What follows belongs to an exercise in optimizing a design on an open flow for a short achievable clock period and few clock cycles; a production flow would make more cautious choices.
The RTL was checked by simulation tests, not by an equivalence proof against the original design.
Power and IR drop assume default switching activity.

==> config.mk <==
export PLATFORM = sky130hd
export DESIGN_NAME = risc8_core
export DESIGN_NICKNAME = risc8_core
export VERILOG_FILES = /design/flow/design.v
export SDC_FILE = /design/flow/constraint.sdc
export NUM_CORES = 4
export LEC_CHECK = 0
export CAP_MARGIN = 20
export CORE_MARGIN = 2
export CORE_UTILIZATION = 40
export SLEW_MARGIN = 20
==> constraint.sdc <==
create_clock -name core_clock -period 9.0 [get_ports {clk}]
set_input_delay 1.8000 -clock core_clock [delete_from_list [all_inputs] [get_ports {clk}]]
set_output_delay 1.8000 -clock core_clock [all_outputs]
set_load 0.01 [all_outputs]
==> design.v <==
package risc8_pkg;
	typedef logic [7:0] byte_t;
	typedef logic [15:0] opcode_t;
	typedef logic [15:0] pc_t;
	typedef logic [15:0] addr_t;
	typedef logic [4:0] reg_sel_t;
	typedef logic [7:0] sreg_t;
	typedef enum logic [2:0] {
		ALU_ADD,
		ALU_SUB,
		ALU_AND,
		ALU_OR,
		ALU_EOR,
		ALU_MOV
	} alu_op_t;
	typedef enum logic [2:0] {
		CLASS_ALU_REG,
		CLASS_ALU_IMM,
		CLASS_RJMP,
		CLASS_BRBX,
		CLASS_OUT,
		CLASS_INVALID
	} instr_class_t;
	localparam byte_t IO_BASE = 8'h20;
	localparam logic [2:0] FLAG_C = 3'd0;
	localparam logic [2:0] FLAG_Z = 3'd1;
	localparam logic [2:0] FLAG_N = 3'd2;
	localparam logic [2:0] FLAG_V = 3'd3;
	localparam logic [2:0] FLAG_S = 3'd4;
	localparam logic [5:0] OPC_CPC = 6'b000001;
	localparam logic [5:0] OPC_SBC = 6'b000010;
	localparam logic [5:0] OPC_ADD = 6'b000011;
	localparam logic [5:0] OPC_CP = 6'b000101;
	localparam logic [5:0] OPC_SUB = 6'b000110;
	localparam logic [5:0] OPC_ADC = 6'b000111;
	localparam logic [5:0] OPC_AND = 6'b001000;
	localparam logic [5:0] OPC_EOR = 6'b001001;
	localparam logic [5:0] OPC_OR = 6'b001010;
	localparam logic [5:0] OPC_MOV = 6'b001011;
	localparam logic [3:0] OPC_CPI = 4'b0011;
	localparam logic [3:0] OPC_SBCI = 4'b0100;
	localparam logic [3:0] OPC_SUBI = 4'b0101;
	localparam logic [3:0] OPC_ORI = 4'b0110;
	localparam logic [3:0] OPC_ANDI = 4'b0111;
	localparam logic [3:0] OPC_LDI = 4'b1110;
	localparam logic [3:0] OPC_RJMP = 4'b1100;
	localparam logic [4:0] OPC_BRBX = 5'b11110;
	localparam logic [4:0] OPC_OUT = 5'b10111;
endpackage
module risc8_alu
(
	input  risc8_pkg::alu_op_t op,
	input  logic    use_carry,
	input  risc8_pkg::byte_t   rd_in,
	input  risc8_pkg::byte_t   rr_in,
	input  risc8_pkg::sreg_t   sreg_in,
	output risc8_pkg::byte_t   result,
	output risc8_pkg::sreg_t   sreg_out
);
	logic carry_in;
	logic [8:0] wide;
	logic zero;
	assign carry_in = use_carry & sreg_in[risc8_pkg::FLAG_C];
	always_comb begin
		wide = '0;
		result = rr_in;
		sreg_out = sreg_in;
		case (op)
			risc8_pkg::ALU_ADD: begin
				wide = {1'b0, rd_in} + {1'b0, rr_in} + 9'(carry_in);
				result = wide[7:0];
				sreg_out[risc8_pkg::FLAG_C] = wide[8];
				sreg_out[risc8_pkg::FLAG_V] = (rd_in[7] & rr_in[7] & ~result[7])
					| (~rd_in[7] & ~rr_in[7] & result[7]);
			end
			risc8_pkg::ALU_SUB: begin
				wide = {1'b0, rd_in} - {1'b0, rr_in} - 9'(carry_in);
				result = wide[7:0];
				sreg_out[risc8_pkg::FLAG_C] = wide[8];
				sreg_out[risc8_pkg::FLAG_V] = (rd_in[7] & ~rr_in[7] & ~result[7])
					| (~rd_in[7] & rr_in[7] & result[7]);
			end
			risc8_pkg::ALU_AND: begin
				result = rd_in & rr_in;
				sreg_out[risc8_pkg::FLAG_V] = 1'b0;
			end
			risc8_pkg::ALU_OR: begin
				result = rd_in | rr_in;
				sreg_out[risc8_pkg::FLAG_V] = 1'b0;
			end
			risc8_pkg::ALU_EOR: begin
				result = rd_in ^ rr_in;
				sreg_out[risc8_pkg::FLAG_V] = 1'b0;
			end
			default: result = rr_in;
		endcase
		zero = (result == 8'h00);
		if (op != risc8_pkg::ALU_MOV) begin
			sreg_out[risc8_pkg::FLAG_N] = result[7];
			if (op == risc8_pkg::ALU_SUB && use_carry)
				sreg_out[risc8_pkg::FLAG_Z] = zero & sreg_in[risc8_pkg::FLAG_Z];
			else
				sreg_out[risc8_pkg::FLAG_Z] = zero;
			sreg_out[risc8_pkg::FLAG_S] = sreg_out[risc8_pkg::FLAG_N] ^ sreg_out[risc8_pkg::FLAG_V];
		end
		sreg_out[7:5] = 3'b000;
	end
endmodule
module risc8_regs
(
	input  logic     clk,
	input  logic     reset,
	input  risc8_pkg::reg_sel_t sel_a,
	input  risc8_pkg::reg_sel_t sel_b,
	output risc8_pkg::byte_t    reg_a,
	output risc8_pkg::byte_t    reg_b,
	input  risc8_pkg::reg_sel_t wr_sel,
	input  risc8_pkg::byte_t    wr_data,
	input  logic     wr_en
);
	risc8_pkg::byte_t rf [32];
	logic hit_a;
	logic hit_b;
	assign hit_a = wr_en && (wr_sel == sel_a);
	assign hit_b = wr_en && (wr_sel == sel_b);
	always_ff @(posedge clk) begin
		if (wr_en)
			rf[wr_sel] <= wr_data;
	end
	always_ff @(posedge clk) begin
		if (reset) begin
			reg_a <= '0;
			reg_b <= '0;
		end else begin
			reg_a <= hit_a ? wr_data : rf[sel_a];
			reg_b <= hit_b ? wr_data : rf[sel_b];
		end
	end
endmodule
module risc8_decode
(
	input  logic     clk,
	input  logic     reset,
	input  risc8_pkg::opcode_t  cdata,
	output risc8_pkg::pc_t      pc,
	input  risc8_pkg::sreg_t    next_sreg,
	input  risc8_pkg::byte_t    reg_a,
	output risc8_pkg::reg_sel_t sel_a,
	output risc8_pkg::reg_sel_t sel_b,
	output risc8_pkg::alu_op_t  ex_op,
	output logic     ex_use_carry,
	output logic     ex_store,
	output logic     ex_const,
	output risc8_pkg::byte_t    ex_const_value,
	output risc8_pkg::reg_sel_t ex_sel_d,
	output risc8_pkg::addr_t    data_addr,
	output logic     data_wen,
	output risc8_pkg::byte_t    data_write
);
	typedef enum logic {
		PHASE_ISSUE,
		PHASE_WRITE
	} phase_t;
	risc8_pkg::pc_t reg_pc;
	risc8_pkg::pc_t next_pc;
	phase_t phase;
	phase_t next_phase;
	logic fetch_valid;
	risc8_pkg::opcode_t saved_opcode;
	risc8_pkg::opcode_t opcode;
	risc8_pkg::instr_class_t instr_class;
	risc8_pkg::alu_op_t dec_op;
	logic dec_carry;
	logic dec_store;
	logic reg_hit;
	logic imm_hit;
	risc8_pkg::alu_op_t nx_op;
	logic nx_carry;
	logic nx_store;
	logic nx_const;
	risc8_pkg::reg_sel_t op_rd;
	risc8_pkg::reg_sel_t op_rr;
	risc8_pkg::reg_sel_t op_rdi;
	risc8_pkg::byte_t op_k;
	logic [5:0] io_addr;
	risc8_pkg::pc_t simm12;
	risc8_pkg::pc_t simm7;
	assign opcode = (phase == PHASE_WRITE) ? saved_opcode : cdata;
	assign op_rd = opcode[8:4];
	assign op_rr = {opcode[9], opcode[3:0]};
	assign op_rdi = {1'b1, opcode[7:4]};
	assign op_k = {opcode[11:8], opcode[3:0]};
	assign io_addr = {opcode[10:9], opcode[3:0]};
	assign simm12 = {{4{opcode[11]}}, opcode[11:0]};
	assign simm7 = {{9{opcode[9]}}, opcode[9:3]};
	always_comb begin
		dec_op = risc8_pkg::ALU_MOV;
		dec_carry = 1'b0;
		dec_store = 1'b1;
		reg_hit = 1'b1;
		imm_hit = 1'b1;
		case (opcode[15:10])
			risc8_pkg::OPC_ADD: dec_op = risc8_pkg::ALU_ADD;
			risc8_pkg::OPC_ADC: begin
				dec_op = risc8_pkg::ALU_ADD;
				dec_carry = 1'b1;
			end
			risc8_pkg::OPC_SUB: dec_op = risc8_pkg::ALU_SUB;
			risc8_pkg::OPC_SBC: begin
				dec_op = risc8_pkg::ALU_SUB;
				dec_carry = 1'b1;
			end
			risc8_pkg::OPC_CP: begin
				dec_op = risc8_pkg::ALU_SUB;
				dec_store = 1'b0;
			end
			risc8_pkg::OPC_CPC: begin
				dec_op = risc8_pkg::ALU_SUB;
				dec_carry = 1'b1;
				dec_store = 1'b0;
			end
			risc8_pkg::OPC_AND: dec_op = risc8_pkg::ALU_AND;
			risc8_pkg::OPC_OR: dec_op = risc8_pkg::ALU_OR;
			risc8_pkg::OPC_EOR: dec_op = risc8_pkg::ALU_EOR;
			risc8_pkg::OPC_MOV: dec_op = risc8_pkg::ALU_MOV;
			default: reg_hit = 1'b0;
		endcase
		case (opcode[15:12])
			risc8_pkg::OPC_CPI: begin
				dec_op = risc8_pkg::ALU_SUB;
				dec_store = 1'b0;
			end
			risc8_pkg::OPC_SBCI: begin
				dec_op = risc8_pkg::ALU_SUB;
				dec_carry = 1'b1;
			end
			risc8_pkg::OPC_SUBI: dec_op = risc8_pkg::ALU_SUB;
			risc8_pkg::OPC_ORI: dec_op = risc8_pkg::ALU_OR;
			risc8_pkg::OPC_ANDI: dec_op = risc8_pkg::ALU_AND;
			risc8_pkg::OPC_LDI: dec_op = risc8_pkg::ALU_MOV;
			default: imm_hit = 1'b0;
		endcase
		if (reg_hit)
			instr_class = risc8_pkg::CLASS_ALU_REG;
		else if (imm_hit)
			instr_class = risc8_pkg::CLASS_ALU_IMM;
		else if (opcode[15:12] == risc8_pkg::OPC_RJMP)
			instr_class = risc8_pkg::CLASS_RJMP;
		else if (opcode[15:11] == risc8_pkg::OPC_BRBX)
			instr_class = risc8_pkg::CLASS_BRBX;
		else if (opcode[15:11] == risc8_pkg::OPC_OUT)
			instr_class = risc8_pkg::CLASS_OUT;
		else
			instr_class = risc8_pkg::CLASS_INVALID;
	end
	always_comb begin
		next_pc = reg_pc + 16'd1;
		next_phase = PHASE_ISSUE;
		sel_a = op_rd;
		sel_b = op_rr;
		nx_op = risc8_pkg::ALU_MOV;
		nx_carry = 1'b0;
		nx_store = 1'b0;
		nx_const = 1'b0;
		data_wen = 1'b0;
		if (!fetch_valid) begin
			next_pc = reg_pc;
		end else begin
			case (instr_class)
				risc8_pkg::CLASS_ALU_REG: begin
					nx_op = dec_op;
					nx_carry = dec_carry;
					nx_store = dec_store;
				end
				risc8_pkg::CLASS_ALU_IMM: begin
					sel_a = op_rdi;
					nx_op = dec_op;
					nx_carry = dec_carry;
					nx_store = dec_store;
					nx_const = 1'b1;
				end
				risc8_pkg::CLASS_RJMP: next_pc = reg_pc + simm12 + 16'd1;
				risc8_pkg::CLASS_BRBX: begin
					if (next_sreg[opcode[2:0]] != opcode[10])
						next_pc = reg_pc + simm7 + 16'd1;
				end
				risc8_pkg::CLASS_OUT: begin
					if (phase == PHASE_ISSUE) begin
						next_phase = PHASE_WRITE;
						next_pc = reg_pc;
					end else begin
						data_wen = 1'b1;
					end
				end
				default: ;
			endcase
		end
	end
	assign pc = next_pc;
	assign data_addr = risc8_pkg::addr_t'(io_addr) + risc8_pkg::addr_t'(risc8_pkg::IO_BASE);
	assign data_write = reg_a;
	always_ff @(posedge clk) begin
		saved_opcode <= opcode;
		ex_const_value <= op_k;
		ex_sel_d <= (instr_class == risc8_pkg::CLASS_ALU_IMM) ? op_rdi : op_rd;
		if (reset) begin
			reg_pc <= '0;
			phase <= PHASE_ISSUE;
			fetch_valid <= 1'b0;
			ex_op <= risc8_pkg::ALU_MOV;
			ex_use_carry <= 1'b0;
			ex_store <= 1'b0;
			ex_const <= 1'b0;
		end else begin
			reg_pc <= next_pc;
			phase <= next_phase;
			fetch_valid <= 1'b1;
			ex_op <= nx_op;
			ex_use_carry <= nx_carry;
			ex_store <= nx_store;
			ex_const <= nx_const;
		end
	end
endmodule
module risc8_execute
(
	input  logic     clk,
	input  logic     reset,
	input  risc8_pkg::alu_op_t  ex_op,
	input  logic     ex_use_carry,
	input  logic     ex_store,
	input  logic     ex_const,
	input  risc8_pkg::byte_t    ex_const_value,
	input  risc8_pkg::reg_sel_t ex_sel_d,
	input  risc8_pkg::byte_t    reg_a,
	input  risc8_pkg::byte_t    reg_b,
	output risc8_pkg::reg_sel_t wr_sel,
	output risc8_pkg::byte_t    wr_data,
	output logic     wr_en,
	output risc8_pkg::sreg_t    next_sreg
);
	risc8_pkg::sreg_t sreg;
	risc8_pkg::byte_t operand_b;
	assign operand_b = ex_const ? ex_const_value : reg_b;
	risc8_alu alu (
		.op(ex_op),
		.use_carry(ex_use_carry),
		.rd_in(reg_a),
		.rr_in(operand_b),
		.sreg_in(sreg),
		.result(wr_data),
		.sreg_out(next_sreg)
	);
	assign wr_sel = ex_sel_d;
	assign wr_en = ex_store;
	always_ff @(posedge clk) begin
		if (reset)
			sreg <= '0;
		else
			sreg <= next_sreg;
	end
endmodule
module risc8_core
(
	input  logic    clk,
	input  logic    reset,
	output risc8_pkg::pc_t     pc,
	input  risc8_pkg::opcode_t cdata,
	output risc8_pkg::addr_t   data_addr,
	output logic    data_wen,
	output risc8_pkg::byte_t   data_write
);
	risc8_pkg::reg_sel_t sel_a;
	risc8_pkg::reg_sel_t sel_b;
	risc8_pkg::byte_t reg_a;
	risc8_pkg::byte_t reg_b;
	risc8_pkg::alu_op_t ex_op;
	logic ex_use_carry;
	logic ex_store;
	logic ex_const;
	risc8_pkg::byte_t ex_const_value;
	risc8_pkg::reg_sel_t ex_sel_d;
	risc8_pkg::reg_sel_t wr_sel;
	risc8_pkg::byte_t wr_data;
	logic wr_en;
	risc8_pkg::sreg_t next_sreg;
	risc8_decode decode (
		.clk(clk),
		.reset(reset),
		.cdata(cdata),
		.pc(pc),
		.next_sreg(next_sreg),
		.reg_a(reg_a),
		.sel_a(sel_a),
		.sel_b(sel_b),
		.ex_op(ex_op),
		.ex_use_carry(ex_use_carry),
		.ex_store(ex_store),
		.ex_const(ex_const),
		.ex_const_value(ex_const_value),
		.ex_sel_d(ex_sel_d),
		.data_addr(data_addr),
		.data_wen(data_wen),
		.data_write(data_write)
	);
	risc8_regs regs (
		.clk(clk),
		.reset(reset),
		.sel_a(sel_a),
		.sel_b(sel_b),
		.reg_a(reg_a),
		.reg_b(reg_b),
		.wr_sel(wr_sel),
		.wr_data(wr_data),
		.wr_en(wr_en)
	);
	risc8_execute execute (
		.clk(clk),
		.reset(reset),
		.ex_op(ex_op),
		.ex_use_carry(ex_use_carry),
		.ex_store(ex_store),
		.ex_const(ex_const),
		.ex_const_value(ex_const_value),
		.ex_sel_d(ex_sel_d),
		.reg_a(reg_a),
		.reg_b(reg_b),
		.wr_sel(wr_sel),
		.wr_data(wr_data),
		.wr_en(wr_en),
		.next_sreg(next_sreg)
	);
endmodule
==> run.sh <==
#!/bin/bash
# synth_recipe.tcl (not shown) runs the flow's synth.tcl, then flattens the netlist and writes it again
# the make line also repeats each setting of config.mk as NAME=value (left out here)
make -C /OpenROAD-flow-scripts/flow DESIGN_CONFIG=/design/flow/config.mk WORK_HOME=/design/flow/orfs CLKGATE_MAP_FILE= SYNTH_SCRIPT=/design/flow/synth_recipe.tcl finish
==> results.json <==
{
  "antenna_found_initial": 0,
  "switching_power_uw": 1148,
  "syn_inst": 2208,
  "dr_wl_met3_um": 5160,
  "core_um2": 47950,
  "grt_pass1_wl_um": 97410,
  "cts.htree.levels": 2,
  "vias": 17270,
  "stdcell_area_um2": 21690,
  "syn_area_um2": 19540,
  "crit_family": "simple AND/OR/NAND/NOR gates",
  "cts_tree": "done",
  "die_w_um": 225.0,
  "crit_top_cell": "ha_1",
  "worstHoldStart": "execute.sreg[2]",
  "area_growth_pct": 11.03,
  "share_comb_of_total_power_pct": 18.4,
  "leakagePower_uw": 0.008063,
  "die_area_um2": 50630,
  "numPortBuffers": 49,
  "end_kind": "output pin",
  "ant_nets": 0,
  "grt_max_degree": 68,
  "crit_slowest_cell": "nor2_1",
  "drc_errors": 0,
  "seq_area_frac_synth_pct": 45.70,
  "slew_headroom_pct": 30.66,
  "dp.final_hpwl_um": 41050,
  "cp-start-kind": "flop",
  "r2r-end": "decode.reg_pc[8]",
  "slew_violations": 0,
  "crit_path_max_incr_delay_ns": 0.67,
  "crit_buf_inv": 2,
  "synth_compound_area_share_pct": 15.22,
  "grt_usage_pct": 25.01,
  "cts_inserted_buffers": 37,
  "hold-path-endpoint": "execute.sreg[2]",
  "power_switching_share_pct": 28.79,
  "synthMuxAreaShare_pct": 1.479,
  "rsz0062_at_grt": "no",
  "clk_pin_slew_worst_paths_ns": 0.06,
  "initial_utilization_pct": 40.75,
  "tns_ns": 0,
  "synthXorXnorAreaFrac_pct": 2.824,
  "via_per_inst": 6.158,
  "synth_edf_count": 256,
  "drtIter0Drc": 2296,
  "cts_buffer_depth": 3,
  "grt_pass1_vias": 16260,
  "async_reset_ff_share_pct": 0,
  "dr.max_layer_used": "met4",
  "rr_startpoint": "decode.ex_const",
  "synth_cell_types": 93,
  "crit_required_ns": 7.20,
  "final-hold-violation-count": 0,
  "nets": 2250,
  "path_max_fanout": 35,
  "hold_class": "flop to flop",
  "syn_avg_cell_area_um2": 8.849,
  "wirelength_um": 64130,
  "r2r_setup_slack_ns": 3.52,
  "yosysWarnings": 4,
  "worst_pin_slew_ns": 1.036,
  "cts_resized": 0,
  "wl_met1_um": 26960,
  "synthFlopType": "edfxtp_1",
  "finalClockSkew_ns": 0.02197,
  "synth-seq-cells": 318,
  "worstSetupPathType": "flop to output pin",
  "die_height_um": 225.0,
  "cts.sinks": 318,
  "dr.pass1.iters": 6,
  "status": "timing/DRC/antenna clean",
  "fmax_ghz": 0.1229,
  "max-vdd-ir-drop_mv": 0.1201,
  "place_congestion": 0.9362,
  "num_io_pins": 59,
  "dpl_cell_area_um2": 20450,
  "synth_top_family_by_area": "simple AND/OR/NAND/NOR gates",
  "cts_root_buffer": "clkbuf_16",
  "cts_setup_buffers": 0,
  "routedWlPerCell_um": 22.86,
  "power_per_cell_area_nw_per_um2": 183.8,
  "arrival_ns": 6.34,
  "power_frac_seq_pct": 42.2,
  "gr-total-overflow": 0,
  "final_layout_size_suffix_gt1_share_pct": 6.484,
  "antennaDiodeCount": 0,
  "rr_worst_depth": 15,
  "clkLatencyLatePin_ns": 0.57,
  "crit_chain": "mux2i_1 > ha_1 > ha_1 > or4b_1 > a2111oi_0 > a221oi_1 > a32oi_2 > buf_4 > or3b_1 > o31ai_4 > o211a_4 > nor2_1 > nor3b_1 > a31oi_1 > nand3_1 > clkdlybuf4s50_1",
  "hold_buffers": 0,
  "p_int_uw": 2839,
  "fin_crit_sh_pct": 90.40,
  "cap_viol_max_count": 0,
  "p_clk_share_pct": 39.3,
  "fin_crit_ns": 8.136,
  "synth-simple-area-share_pct": 25.12,
  "met2_length_um": 29700,
  "finalSetupViolations": 0,
  "synthAdderAreaFrac_pct": 4.713,
  "rows": 80,
  "worstHoldPathCells": 2
}
## state kept, by name, summed over array words and instances (netlist names), 3 cells and up
signal and flops:
regs.rf 256, decode.reg_pc 16, decode.saved_opcode 16, regs.reg_a 8, regs.reg_b 8, execute.sreg 5
decode.ex_op 3
## logic make-up (layout without fill, tap and decap cells)
kind of cell / after synthesis / after routing
compound gates: 400 / 400
xor+xnor: 63 / 63
fa+ha+maj: 70 / 70
buf+inv: 234 / 208
flops: 318 / 318
mux: 27 / 27
other cells: 1 / 9
simple gates: 1095 / 1095
## placed cells by master, fill, tap and decap left out, types with 8 or more instances in the layout
master	instances
nor3_1	41
a21o_1	12
clkbuf_16	38
dfxtp_1	61
nand3b_1	8
ha_1	64
a211oi_1	24
and2_1	13
nand3_1	204
clkinv_1	9
nand2b_1	16
buf_4	34
a311oi_1	98
clkdlybuf4s50_1	49
a21oi_1	71
and3_1	71
edfxtp_1	256
nand2_1	568
o221ai_1	12
xnor2_1	36
a31oi_1	29
nand4_1	12
nor2b_1	14
o211ai_1	11
xor2_1	27
o21a_1	9
o21ai_0	45
mux2i_1	14
inv_1	48
conb_1	9
nor2_1	114
clkbuf_1	9
## area by class of cell
cell class,count,area [um2]
clock buffers,49,1012
flip-flops and latches,318,8930
repair buffers,83,745.7
inverters,58,222.7
well taps,615,769.5
fillers,4496,26250
multi-input cells,1664,9778
clock inverters,18,235.2
## Yosys cell counts, types with 11 or more instances
cell type,n,area share (%)
a211oi_1,24,0.92
a21o_1,12,0.46
a21oi_1,71,1.8
a311oi_1,98,4.4
a31oi_1,29,0.93
and2_1,13,0.42
and3_1,71,2.3
buf_1,12,0.23
buf_4,15,0.58
clkbuf_1,137,2.6
dfxtp_1,62,6.4
edfxtp_1,256,39
ha_1,64,4.1
inv_1,50,0.96
mux2i_1,21,1.1
nand2_1,568,11
nand2b_1,16,0.51
nand3_1,204,5.2
nand4_1,12,0.38
nor2_1,114,2.2
nor2b_1,14,0.45
nor3_1,41,1.1
o211ai_1,11,0.42
o21a_1,11,0.42
o21ai_0,45,1.2
o221ai_1,12,0.54
xnor2_1,36,1.6
xor2_1,27,1.2
## stage by stage
stage | hold slack, ns | setup slack [ns] | util, % | instances | total power (uW)
2_1_floorplan | 0.4445 | 2.155 | - | 2216 | 2181
3_3_place_gp | 0.4584 | 1.155 | 42.64 | 2738 | 2423
3_5_place_dp | 0.4618 | 1.088 | 42.64 | 2738 | 2434
4_1_cts | 0.4697 | 0.9463 | 45.25 | 2805 | 4000
5_1_grt | 0.5082 | 0.5660 | 45.25 | 2805 | 4130
6_report | 0.4672 | 0.8639 | 45.25 | 2805 | 3986
## power groups by stage
stage	Clock (uW)	Combinational (uW)	Sequential, uW
detailed placement	0	720	1710
CTS	1590	723	1680
floorplan	0	484	1700
global route	1650	797	1690
finish	1570	734	1680
global placement	0	710	1710
## how the worst max path moves through the flow
stage	from	to	slack [ns]	cells after the start
final	decode.ex_const	pc[11]	0.86	16
after global routing	decode.ex_const	pc[8]	0.57	14
after CTS	decode.ex_const	pc[11]	0.95	16
after detailed placement	cdata[6]	pc[13]	1.09	17
after global placement	cdata[6]	pc[15]	1.16	15
after floorplan	cdata[1]	pc[15]	2.15	16
## layer usage
metal / track usage [%] / up-vias
met5: 0 / -
met4: 9.677 / 0
met3: 3.625 / 149
met2: 40.63 / 861
met1: 33.75 / 8373
li1: - / 7889
## worst min-delay path, delay by kind of cell, from the launching register on
kind            cells  cell delay, ns
compound gates      1            0.06
simple gates        1            0.07
flops               1            0.29
Testbench counts, summed over its fixed seeds: cycles 20,980.

static timing again, ports no longer ideal:
How much do the figures lean on ideal ports? The routed layout below was timed once more, with nothing changed but the port constraints. Step 1, drivers: a clkbuf_16 drives clk and a buf_2 each remaining input, both assumed. Step 2 moves the port delays by t, midway between the first and last clock arrival at a register: inputs arrive t later, outputs are due t later. That takes back most of the time a late clock gives input paths. Three values: ideal ports, drivers, drivers and shift; two values: the first two.
shift t [ns]: 0.613
setup slack, ns: 0.864 / 0.810 / 1.018
worst register clock-pin slew, ns: 0.06 / 0.06
worst data-port slew with drivers (ns): 0.04
cell pins on the clock port's net: 1
After both steps this run still meets setup and hold. For this run, drivers alone change the setup slack by -0.054 ns; drivers and shift together by +0.154 ns.
